From an optimization exercise on the open Yosys and OpenROAD flow, aimed at small area; shortcuts taken in it are not production practice.
The RTL of this run was laid out without a check of its function.

==> flow/design.v <==
package sidPkg;
  localparam int numVoices   = 3;
  localparam int voiceStride = 7;    
  localparam int accWidth  = 24;
  localparam int waveWidth = 12;
  localparam int envWidth  = 8;
  localparam int outWidth  = 16;
  typedef logic        [4:0]           regAddrT;
  typedef logic        [7:0]           regDataT;
  typedef logic        [15:0]          freqT;
  typedef logic        [11:0]          pwT;
  typedef logic        [waveWidth-1:0] waveT;
  typedef logic        [envWidth-1:0]  envT;
  typedef logic        [3:0]           rateT;
  typedef logic        [3:0]           volT;
  typedef logic signed [outWidth-1:0]  sampleT;
  localparam int offFreqLo         = 0;
  localparam int offFreqHi         = 1;
  localparam int offPwLo           = 2;
  localparam int offPwHi           = 3;    
  localparam int offControl        = 4;    
  localparam int offAttackDecay    = 5;
  localparam int offSustainRelease = 6;
  localparam regAddrT addrModeVol = 5'h18;
  localparam regAddrT addrOsc3    = 5'h1b;
  localparam regAddrT addrEnv3    = 5'h1c;
  function automatic logic [15:0] envRatePeriod(input rateT r);
    case (r)
      4'd0:    envRatePeriod = 16'd2;
      4'd1:    envRatePeriod = 16'd8;
      4'd2:    envRatePeriod = 16'd16;
      4'd3:    envRatePeriod = 16'd24;
      4'd4:    envRatePeriod = 16'd38;
      4'd5:    envRatePeriod = 16'd56;
      4'd6:    envRatePeriod = 16'd68;
      4'd7:    envRatePeriod = 16'd80;
      4'd8:    envRatePeriod = 16'd100;
      4'd9:    envRatePeriod = 16'd250;
      4'd10:   envRatePeriod = 16'd500;
      4'd11:   envRatePeriod = 16'd800;
      4'd12:   envRatePeriod = 16'd1000;
      4'd13:   envRatePeriod = 16'd3000;
      4'd14:   envRatePeriod = 16'd5000;
      default: envRatePeriod = 16'd8000;
    endcase
  endfunction
  function automatic logic [15:0] envStepLast(input logic isAttack, input rateT r);
    case ({isAttack, r})
      5'd16: envStepLast = 16'd1;
      5'd17: envStepLast = 16'd7;
      5'd18: envStepLast = 16'd15;
      5'd19: envStepLast = 16'd23;
      5'd20: envStepLast = 16'd37;
      5'd21: envStepLast = 16'd55;
      5'd22: envStepLast = 16'd67;
      5'd23: envStepLast = 16'd79;
      5'd24: envStepLast = 16'd99;
      5'd25: envStepLast = 16'd249;
      5'd26: envStepLast = 16'd499;
      5'd27: envStepLast = 16'd799;
      5'd28: envStepLast = 16'd999;
      5'd29: envStepLast = 16'd2999;
      5'd30: envStepLast = 16'd4999;
      5'd31: envStepLast = 16'd7999;
      5'd0: envStepLast = 16'd5;
      5'd1: envStepLast = 16'd23;
      5'd2: envStepLast = 16'd47;
      5'd3: envStepLast = 16'd71;
      5'd4: envStepLast = 16'd113;
      5'd5: envStepLast = 16'd167;
      5'd6: envStepLast = 16'd203;
      5'd7: envStepLast = 16'd239;
      5'd8: envStepLast = 16'd299;
      5'd9: envStepLast = 16'd749;
      5'd10: envStepLast = 16'd1499;
      5'd11: envStepLast = 16'd2399;
      5'd12: envStepLast = 16'd2999;
      5'd13: envStepLast = 16'd8999;
      5'd14: envStepLast = 16'd14999;
      5'd15: envStepLast = 16'd23999;
      default: envStepLast = 16'd0;
    endcase
  endfunction
endpackage
`timescale 1ns/1ps
module sidRegs (
  input  logic            clk,
  input  logic            arstN,
  input  logic            we,
  input  sidPkg::regAddrT addr,
  input  sidPkg::regDataT dataW,
  input  logic [7:0]      osc3Msb,
  input  sidPkg::envT     env3,
  output sidPkg::freqT [sidPkg::numVoices-1:0]    freq        ,
  output sidPkg::pwT [sidPkg::numVoices-1:0]      pulseWidth  ,
  output logic [sidPkg::numVoices-1:0][2:0]      waveSel     ,
  output logic [sidPkg::numVoices-1:0]            testBit     ,
  output logic [sidPkg::numVoices-1:0]            gate        ,
  output sidPkg::rateT [sidPkg::numVoices-1:0]    attack      ,
  output sidPkg::rateT [sidPkg::numVoices-1:0]    decay       ,
  output sidPkg::rateT [sidPkg::numVoices-1:0]    sustain     ,
  output sidPkg::rateT [sidPkg::numVoices-1:0]    releaseRate ,
  output sidPkg::volT     volume,
  output logic            voice3Off,
  output logic            voice3OffNext,
  output sidPkg::regDataT dataR
);
  sidPkg::regDataT lastWrite;
  logic            wrVol;
  assign wrVol         = we && (addr == sidPkg::addrModeVol);
  assign voice3OffNext = wrVol ? dataW[7] : voice3Off;
  always_ff @(posedge clk or negedge arstN) begin
    if (!arstN) begin
      freq        <= '0;
      pulseWidth  <= '0;
      waveSel     <= '0;
      testBit     <= '0;
      gate        <= '0;
      attack      <= '0;
      decay       <= '0;
      sustain     <= '0;
      releaseRate <= '0;
      volume      <= '0;
      voice3Off   <= 1'b0;
      lastWrite   <= '0;
    end else if (we) begin
      lastWrite <= dataW;
      for (int v = 0; v < sidPkg::numVoices; v++) begin
        if (addr == 5'(7 * v + 0)) freq[v][7:0]        <= dataW;
        if (addr == 5'(7 * v + 1)) freq[v][15:8]       <= dataW;
        if (addr == 5'(7 * v + 2)) pulseWidth[v][7:0]  <= dataW;
        if (addr == 5'(7 * v + 3)) pulseWidth[v][11:8] <= dataW[3:0];
        if (addr == 5'(7 * v + 4)) begin
          gate[v]    <= dataW[0];
          testBit[v] <= dataW[3];
          waveSel[v] <= dataW[6:4];
        end
        if (addr == 5'(7 * v + 5)) begin
          attack[v] <= dataW[7:4];
          decay[v]  <= dataW[3:0];
        end
        if (addr == 5'(7 * v + 6)) begin
          sustain[v]     <= dataW[7:4];
          releaseRate[v] <= dataW[3:0];
        end
      end
      if (addr == sidPkg::addrModeVol) begin
        volume    <= dataW[3:0];
        voice3Off <= dataW[7];
      end
    end
  end
  always_comb begin
    case (addr)
      sidPkg::addrOsc3: dataR = osc3Msb;
      sidPkg::addrEnv3: dataR = env3;
      default:          dataR = lastWrite;
    endcase
  end
endmodule
`timescale 1ns/1ps
module sidVoice (
  input  logic         clk,
  input  logic         arstN,
  input  logic         clkEn,
  input  sidPkg::freqT freq,
  input  sidPkg::pwT   pulseWidth,
  input  logic [2:0]   waveSel,       
  input  logic         testBit,
  output sidPkg::waveT wave
);
  logic [23:0] acc;
  logic [11:0] sawWave;
  logic [11:0] triWave;
  logic        pulseBit;
  logic [11:0] mixWave;
  always_ff @(posedge clk or negedge arstN) begin
    if (!arstN) begin
      acc <= '0;
    end else begin
      acc <= testBit ? 24'd0 : acc + {8'd0, freq & {16{clkEn}}};
    end
  end
  always_comb begin
    sawWave  = acc[23:12];
    triWave  = acc[22:11] ^ {12{acc[23]}};
    pulseBit = (acc[23:12] >= pulseWidth);
    mixWave  = (triWave | {12{~waveSel[0]}}) &
               (sawWave | {12{~waveSel[1]}}) &
               {12{pulseBit | ~waveSel[2]}} &
               {12{|waveSel}};
  end
  always_ff @(posedge clk or negedge arstN) begin
    if (!arstN) begin
      wave <= '0;
    end else begin
      wave <= mixWave;
    end
  end
endmodule
`timescale 1ns/1ps
module sidEnvelope (
  input  logic         clk,
  input  logic         arstN,
  input  logic         clkEn,
  input  logic         gate,
  input  sidPkg::rateT attack,
  input  sidPkg::rateT decay,
  input  sidPkg::rateT sustain,
  input  sidPkg::rateT releaseRate,
  output sidPkg::envT  env
);
  localparam logic [1:0] stRelease = 2'd0;
  localparam logic [1:0] stAttack  = 2'd1;
  localparam logic [1:0] stDecay   = 2'd2;
  localparam logic [1:0] stSustain = 2'd3;
  logic [1:0]  state;
  logic        gateDly;
  logic [15:0] prescale;
  logic [15:0] target;
  logic [3:0]  rate;
  logic        stepNow;
  logic [7:0]  sustainLevel;
  logic [7:0]  envDec;
  assign sustainLevel = {sustain, sustain};
  assign envDec       = env - 8'd1;
  always_comb begin
    case (state)
      stAttack: rate = attack;
      stDecay:  rate = decay;
      default:  rate = releaseRate;
    endcase
    target = sidPkg::envStepLast(state == stAttack, rate);
  end
  assign stepNow = (prescale == target);
  always_ff @(posedge clk or negedge arstN) begin
    if (!arstN) begin
      state    <= stRelease;
      gateDly  <= 1'b0;
      prescale <= '0;
      env      <= '0;
    end else begin
      gateDly <= gate;
      if (gate != gateDly) begin
        state    <= gate ? stAttack : stRelease;
        prescale <= '0;
      end else if (clkEn) begin
        case (state)
          stAttack: begin
            if (env == 8'hff) begin
              state <= stDecay;
            end else if (stepNow) begin
              prescale <= '0;
              env      <= env + 8'd1;
              if (env == 8'hfe) state <= stDecay;
            end else begin
              prescale <= prescale + 16'd1;
            end
          end
          stDecay: begin
            if (env == sustainLevel || env == 8'd0) begin
              state    <= stSustain;
              prescale <= '0;
            end else if (stepNow) begin
              prescale <= '0;
              env      <= envDec;
              if (envDec == sustainLevel) state <= stSustain;
            end else begin
              prescale <= prescale + 16'd1;
            end
          end
          stSustain: begin
            prescale <= '0;
          end
          default: begin
            if (env == 8'd0) begin
              prescale <= '0;
            end else if (stepNow) begin
              prescale <= '0;
              env      <= envDec;
            end else begin
              prescale <= prescale + 16'd1;
            end
          end
        endcase
      end
    end
  end
endmodule
`timescale 1ns/1ps
module sidMixer (
  input  logic           clk,
  input  logic           arstN,
  input  sidPkg::waveT [sidPkg::numVoices-1:0]   wave ,
  input  sidPkg::envT [sidPkg::numVoices-1:0]    env  ,
  input  logic           voice3OffNext,
  input  sidPkg::volT    volume,
  output sidPkg::sampleT audioOut
);
  logic signed [21:0] sum;
  logic signed [17:0] sumShift;
  logic signed [15:0] clipped;
  logic signed [15:0] clipReg;     
  logic signed [15:0] clipDly;
  logic signed [20:0] scaled;
  logic [7:0]         env2;
  assign env2 = voice3OffNext ? 8'd0 : env[2];
  always_comb begin
    sum = $signed({~wave[0][11], wave[0][10:0]}) * $signed({1'b0, env[0]}) +
          $signed({~wave[1][11], wave[1][10:0]}) * $signed({1'b0, env[1]}) +
          $signed({~wave[2][11], wave[2][10:0]}) * $signed({1'b0, env2});
    sumShift = sum[21:4];
    if (sumShift > 18'sd32767)       clipped = 16'sh7fff;
    else if (sumShift < -18'sd32768) clipped = -16'sh8000;
    else                             clipped = sumShift[15:0];
  end
  assign scaled = clipDly * $signed({1'b0, volume});
  always_ff @(posedge clk or negedge arstN) begin
    if (!arstN) begin
      clipReg  <= '0;
      clipDly  <= '0;
      audioOut <= '0;
    end else begin
      clipReg  <= clipped;
      clipDly  <= clipReg;
      audioOut <= scaled[19:4];
    end
  end
endmodule
`timescale 1ns/1ps
module sidTop (
  input  logic            clk,
  input  logic            arstN,
  input  logic            clkEn,         
  input  logic            we,
  input  sidPkg::regAddrT addr,
  input  sidPkg::regDataT dataW,
  output sidPkg::regDataT dataR,
  output sidPkg::sampleT  audioOut
);
  sidPkg::freqT [sidPkg::numVoices-1:0] freq        ;
  sidPkg::pwT [sidPkg::numVoices-1:0]   pulseWidth  ;
  logic [sidPkg::numVoices-1:0][2:0]   waveSel     ;
  logic [sidPkg::numVoices-1:0]         testBit     ;
  logic [sidPkg::numVoices-1:0]         gate        ;
  sidPkg::rateT [sidPkg::numVoices-1:0] attack      ;
  sidPkg::rateT [sidPkg::numVoices-1:0] decay       ;
  sidPkg::rateT [sidPkg::numVoices-1:0] sustain     ;
  sidPkg::rateT [sidPkg::numVoices-1:0] releaseRate ;
  sidPkg::waveT [sidPkg::numVoices-1:0] wave        ;
  sidPkg::envT [sidPkg::numVoices-1:0]  env         ;
  sidPkg::volT  volume;
  logic         voice3Off;
  logic         voice3OffNext;
  sidRegs iRegs (
    .clk           (clk),
    .arstN         (arstN),
    .we            (we),
    .addr          (addr),
    .dataW         (dataW),
    .osc3Msb       (wave[2][11:4]),
    .env3          (env[2]),
    .freq          (freq),
    .pulseWidth    (pulseWidth),
    .waveSel       (waveSel),
    .testBit       (testBit),
    .gate          (gate),
    .attack        (attack),
    .decay         (decay),
    .sustain       (sustain),
    .releaseRate   (releaseRate),
    .volume        (volume),
    .voice3Off     (voice3Off),
    .voice3OffNext (voice3OffNext),
    .dataR         (dataR)
  );
  for (genvar v = 0; v < sidPkg::numVoices; v++) begin : genVoice
    sidVoice iVoice (
      .clk        (clk),
      .arstN      (arstN),
      .clkEn      (clkEn),
      .freq       (freq[v]),
      .pulseWidth (pulseWidth[v]),
      .waveSel    (waveSel[v]),
      .testBit    (testBit[v]),
      .wave       (wave[v])
    );
    sidEnvelope iEnv (
      .clk         (clk),
      .arstN       (arstN),
      .clkEn       (clkEn),
      .gate        (gate[v]),
      .attack      (attack[v]),
      .decay       (decay[v]),
      .sustain     (sustain[v]),
      .releaseRate (releaseRate[v]),
      .env         (env[v])
    );
  end
  sidMixer iMixer (
    .clk           (clk),
    .arstN         (arstN),
    .wave          (wave),
    .env           (env),
    .voice3OffNext (voice3OffNext),
    .volume        (volume),
    .audioOut      (audioOut)
  );
endmodule
==> flow/run.sh <==
#!/bin/bash
# synth_recipe.tcl (not shown) runs the flow's synth.tcl, then flattens the netlist and writes it again
# the make line also repeats each setting of config.mk as NAME=value (left out here)
make -C /OpenROAD-flow-scripts/flow DESIGN_CONFIG=/design/flow/config.mk WORK_HOME=/design/flow/orfs CLKGATE_MAP_FILE= SYNTH_SCRIPT=/design/flow/synth_recipe.tcl finish
==> flow/config.mk <==
export PLATFORM = sky130hd
export DESIGN_NAME = sidTop
export DESIGN_NICKNAME = sidTop
export VERILOG_FILES = /design/flow/design.v
export SDC_FILE = /design/flow/constraint.sdc
export NUM_CORES = 4
export LEC_CHECK = 0
export CAP_MARGIN = 20
export CORE_MARGIN = 2
export CORE_UTILIZATION = 40
export SLEW_MARGIN = 20
==> flow/constraint.sdc <==
create_clock -name core_clock -period 9.0 [get_ports {clk}]
set_input_delay 1.8000 -clock core_clock [delete_from_list [all_inputs] [get_ports {clk}]]
set_output_delay 1.8000 -clock core_clock [all_outputs]
set_load 0.01 [all_outputs]
==> results.yml <==
run_status:
  status: "timing/DRC/antenna clean"
worst_setup_path:
  worst_setup_path_end_kind: "flip-flop"
  cpPeakStageDelay_ps: 550
  required_ps: 9550
  criticalPathCategory: "in -> reg"
  cp_max_fo: 7
  cp.arrival_ps: 9230
  path_common_cell: "fa_1"
  cp_slowest_cell: "fa_1"
  worstReg2RegStart: "genVoice[1].iEnv.env[1]"
  critical_path.reg2reg.endpoint: "iMixer.clipReg[9]"
  start_kind: "primary input"
  reg2regPathDepth: 29
  ff2ff_setup_slack_ps: 1310
floorplan:
  io_pins: 41
  die_area_sq_um: 96460
  core_area_sq_um: 93190
  fp-row-count: 112
  die_h_microns: 310.6
  fp.dieW_microns: 310.6
  initial_core_util_pct: 40.34
routing:
  vias: 27970
  postRouteAntennaNets: 0
  wl_per_cell_microns: 16.79
  first_pass_iters: 8
  viasPerCell: 5.219
  drc: 0
  routed_wl_mm: 89.96
  dr.first_iter.drc_count: 1608
sta:
  slew_viol_final: 0
  relSlewSlack_pct: 27.24
  fin_skew_ps: 50.90
  setup_viol: 0
  fin_ws_ps: 321.5
  period_share_pct: 96.43
  max_clock_freq_mhz: 115.2
  hold_viol_final: 0
  tightest_slew_ps: 1091
  fin_crit_ps: 8678
clock_network:
  root_buffer: "clkbuf_16"
  cts_buffers: 48
  cts_hold_buf: 0
  cts_tree: "done"
  clk_pin_slew_ps: 60
  cts_buffer_depth: 3
  h-tree-depth: 2
  clock-sinks: 397
  clk_latency_ps: 640
finish:
  seqCellArea_sq_um: 9935
  areaGrowthSynthToFinish_pct: 12.00
  final_area_sq_um: 42110
  final_util_pct: 45.18
  fillers: 8958
  multi_input_area_sq_um: 25250
  final_cell_mix: "inv_1, dfrtp_1, ha_1"
  drive_gt1_share_pct: 12.87
  layout.nets: 4685
  mostFrequentLayoutCell: "inv_1"
logic_synthesis:
  ys_ff_latch: 397
  synthesis.area_sq_um: 37600
  synthDistinctLibCells: 96
  synth_edf_count: 0
  synth_seq_area_share_pct: 26.42
  yosysWarnings: 4
  ys.flop_type: "dfrtp_1"
  syn_inst: 3997
  synthArstFlopShare_pct: 100.0
  syn_nets: 4618
  syn_avg_cell_area_sq_um: 9.406
placement:
  gp_congestion: 0.8619
  hpwlAfterDp_mm: 66.93
  io_buffers: 40
  post_dp_cell_area_sq_um: 40020
  pre_cts_slack_ps: -1060
flow_run:
  max_cap_violations: 0
global_routing:
  antenna_found_initial: 2
  grt.overflow.total: 0
  grt_usage_pct: 18.70
  grt_pass1_vias: 28030
  grt_pass1_wl_mm: 148.6
  grt_max_degree: 149
hold_path:
  holdCritStartpoint: "iMixer.clipReg[5]"
  hold_path_class: "reg -> reg"
  whs_endpoint: "iMixer.clipDly[5]"
  worstHoldPathCells: 0
[synthesized netlist by cell type, types with 11 or more instances]
cell | number | area, sq um
or3_1 | 35 | 219.0
a21o_1 | 64 | 480.5
a31oi_1 | 17 | 106.4
nor3_1 | 76 | 380.4
dfrtp_1 | 397 | 9935
and2_1 | 220 | 1376
o211ai_1 | 16 | 120.1
inv_1 | 550 | 2064
clkbuf_1 | 119 | 446.7
a211o_1 | 12 | 105.1
o21ai_0 | 109 | 545.5
o21a_1 | 22 | 165.2
nand2b_1 | 28 | 175.2
xnor2_1 | 152 | 1331
fa_1 | 288 | 5766
ha_1 | 316 | 3954
o2111ai_1 | 12 | 105.1
buf_1 | 17 | 63.81
a22o_1 | 46 | 402.9
nand4_1 | 13 | 81.33
nand2_1 | 259 | 972.2
xor2_1 | 78 | 683.2
a211oi_1 | 38 | 285.3
buf_2 | 21 | 105.1
a2111oi_0 | 14 | 122.6
mux2i_1 | 23 | 230.2
o311ai_0 | 11 | 96.34
and3_1 | 124 | 775.7
mux2_2 | 166 | 1869
a221oi_1 | 39 | 341.6
nor4_1 | 19 | 118.9
a21oi_1 | 116 | 580.6
a22oi_1 | 13 | 97.59
o21bai_1 | 20 | 150.1
or2_2 | 13 | 81.33
nor2b_1 | 80 | 500.5
nor2_1 | 193 | 724.4
nand3_1 | 66 | 330.3
o21ai_1 | 27 | 135.1
[flip-flops by register name, summed over array words and instances (netlist names), 4 cells and up]
signal / flops
genVoice.iEnv.state: 6
iRegs.releaseRate: 12
iRegs.volume: 4
genVoice.iVoice.acc: 72
iMixer.clipDly: 16
iRegs.lastWrite: 8
genVoice.iEnv.env: 24
genVoice.iVoice.wave: 36
iRegs.sustain: 12
iMixer.audioOut: 16
iRegs.decay: 12
iRegs.waveSel: 9
iMixer.clipReg: 16
iRegs.freq: 48
iRegs.pulseWidth: 36
genVoice.iEnv.prescale: 48
iRegs.attack: 12
[final cells by class]
class	count	share of cell area, %
Inverter	557	4.965
Sequential cell	397	23.59
Clock buffer	63	3.295
Antenna cell	1	0.005943
Multi-Input combinational cell	2873	59.96
Clock inverter	26	0.6924
Tap cell	1254	3.726
Timing Repair Buffer	187	3.759
[routing by layer]
layer	GRT usage, %	share of wire (%)
met1	26.28	48
met2	29.92	45
met3	2.799	4.3
met4	5.307	2.3
met5	0	0
[how the worst max path moves through the flow]
stage                              end  slack [ps]  depth (start not counted)     from
floorplan           iMixer.clipReg[14]           9                         36  addr[0]
detailed placement   iMixer.clipReg[4]       -1060                         34  addr[0]
finish               iMixer.clipReg[3]         320                         32  addr[1]
global placement     iMixer.clipReg[5]       -1020                         33  addr[0]
CTS                  iMixer.clipReg[1]           7                         35  addr[4]
global route        iMixer.clipReg[13]         -30                         39  addr[1]
[stage by stage]
step	TNS, ps	hold slack, ps	instances
2_1_floorplan	0	331.2	3997
3_3_place_gp	-15230	333.9	5255
3_5_place_dp	-15630	334.7	5255
4_1_cts	0	342.0	5348
5_1_grt	-280.2	351.7	5358
6_report	0	344.3	5358
[cells by family after synthesis]
kind of cell,after synthesis,share of synthesized area [%]
AND/OR/NAND/NOR,1163,16.11
buffers and inverters,728,7.558
AO/OA/AOI/OAI,682,12.96
adder cells (fa/ha/maj),605,25.88
flip-flops,397,26.42
XOR/XNOR,230,5.358
multiplexers,192,5.711
[repair_timing]
| action | CTS | global route |
|---|---|---|
| pin swaps | 16 | 45 |
| gates resized for setup | 19 | 47 |
| cloned | 1 | 1 |
| endpoints found under the setup margin | 15 | 16 |
| buffers inserted | 3 | 9 |
[critical path: cells and delay by family]
| family | cells | cell delay [ps] |
|---|---|---|
| xor+xnor | 1 | 70 |
| compound gates | 9 | 1790 |
| simple gates | 6 | 1240 |
| fa+ha+maj | 7 | 3040 |
| buf+inv | 8 | 1020 |
| mux | 1 | 240 |

## port drivers added, routing unchanged
The results above use ideal ports. As a check the final layout listed here was re-extracted and re-timed, cells and wires unchanged.
Step 1 sets driving cells, clkbuf_16 on the clock port and buf_2 on the other inputs (assumed; they add their load-dependent delay and slew).
Step 2 moves the port delays by t, midway between the first and last clock arrival at a register: inputs arrive t later, outputs are due t later. That takes back most of the time a late clock gives input paths.
a / b / c = ideal ports / drivers / drivers and shift; a / b = the first two.
t (ns): 0.679
slack for setup (ns): 0.322 / 0.366 / -0.313
worst setup path at the end: input to register
slew at the worst register clock pin (ns): 0.07 / 0.07
Met with ideal ports but missed after step 2: setup timing in this run. For this run, drivers alone change the setup slack by +0.044 ns; drivers and shift together by -0.635 ns.
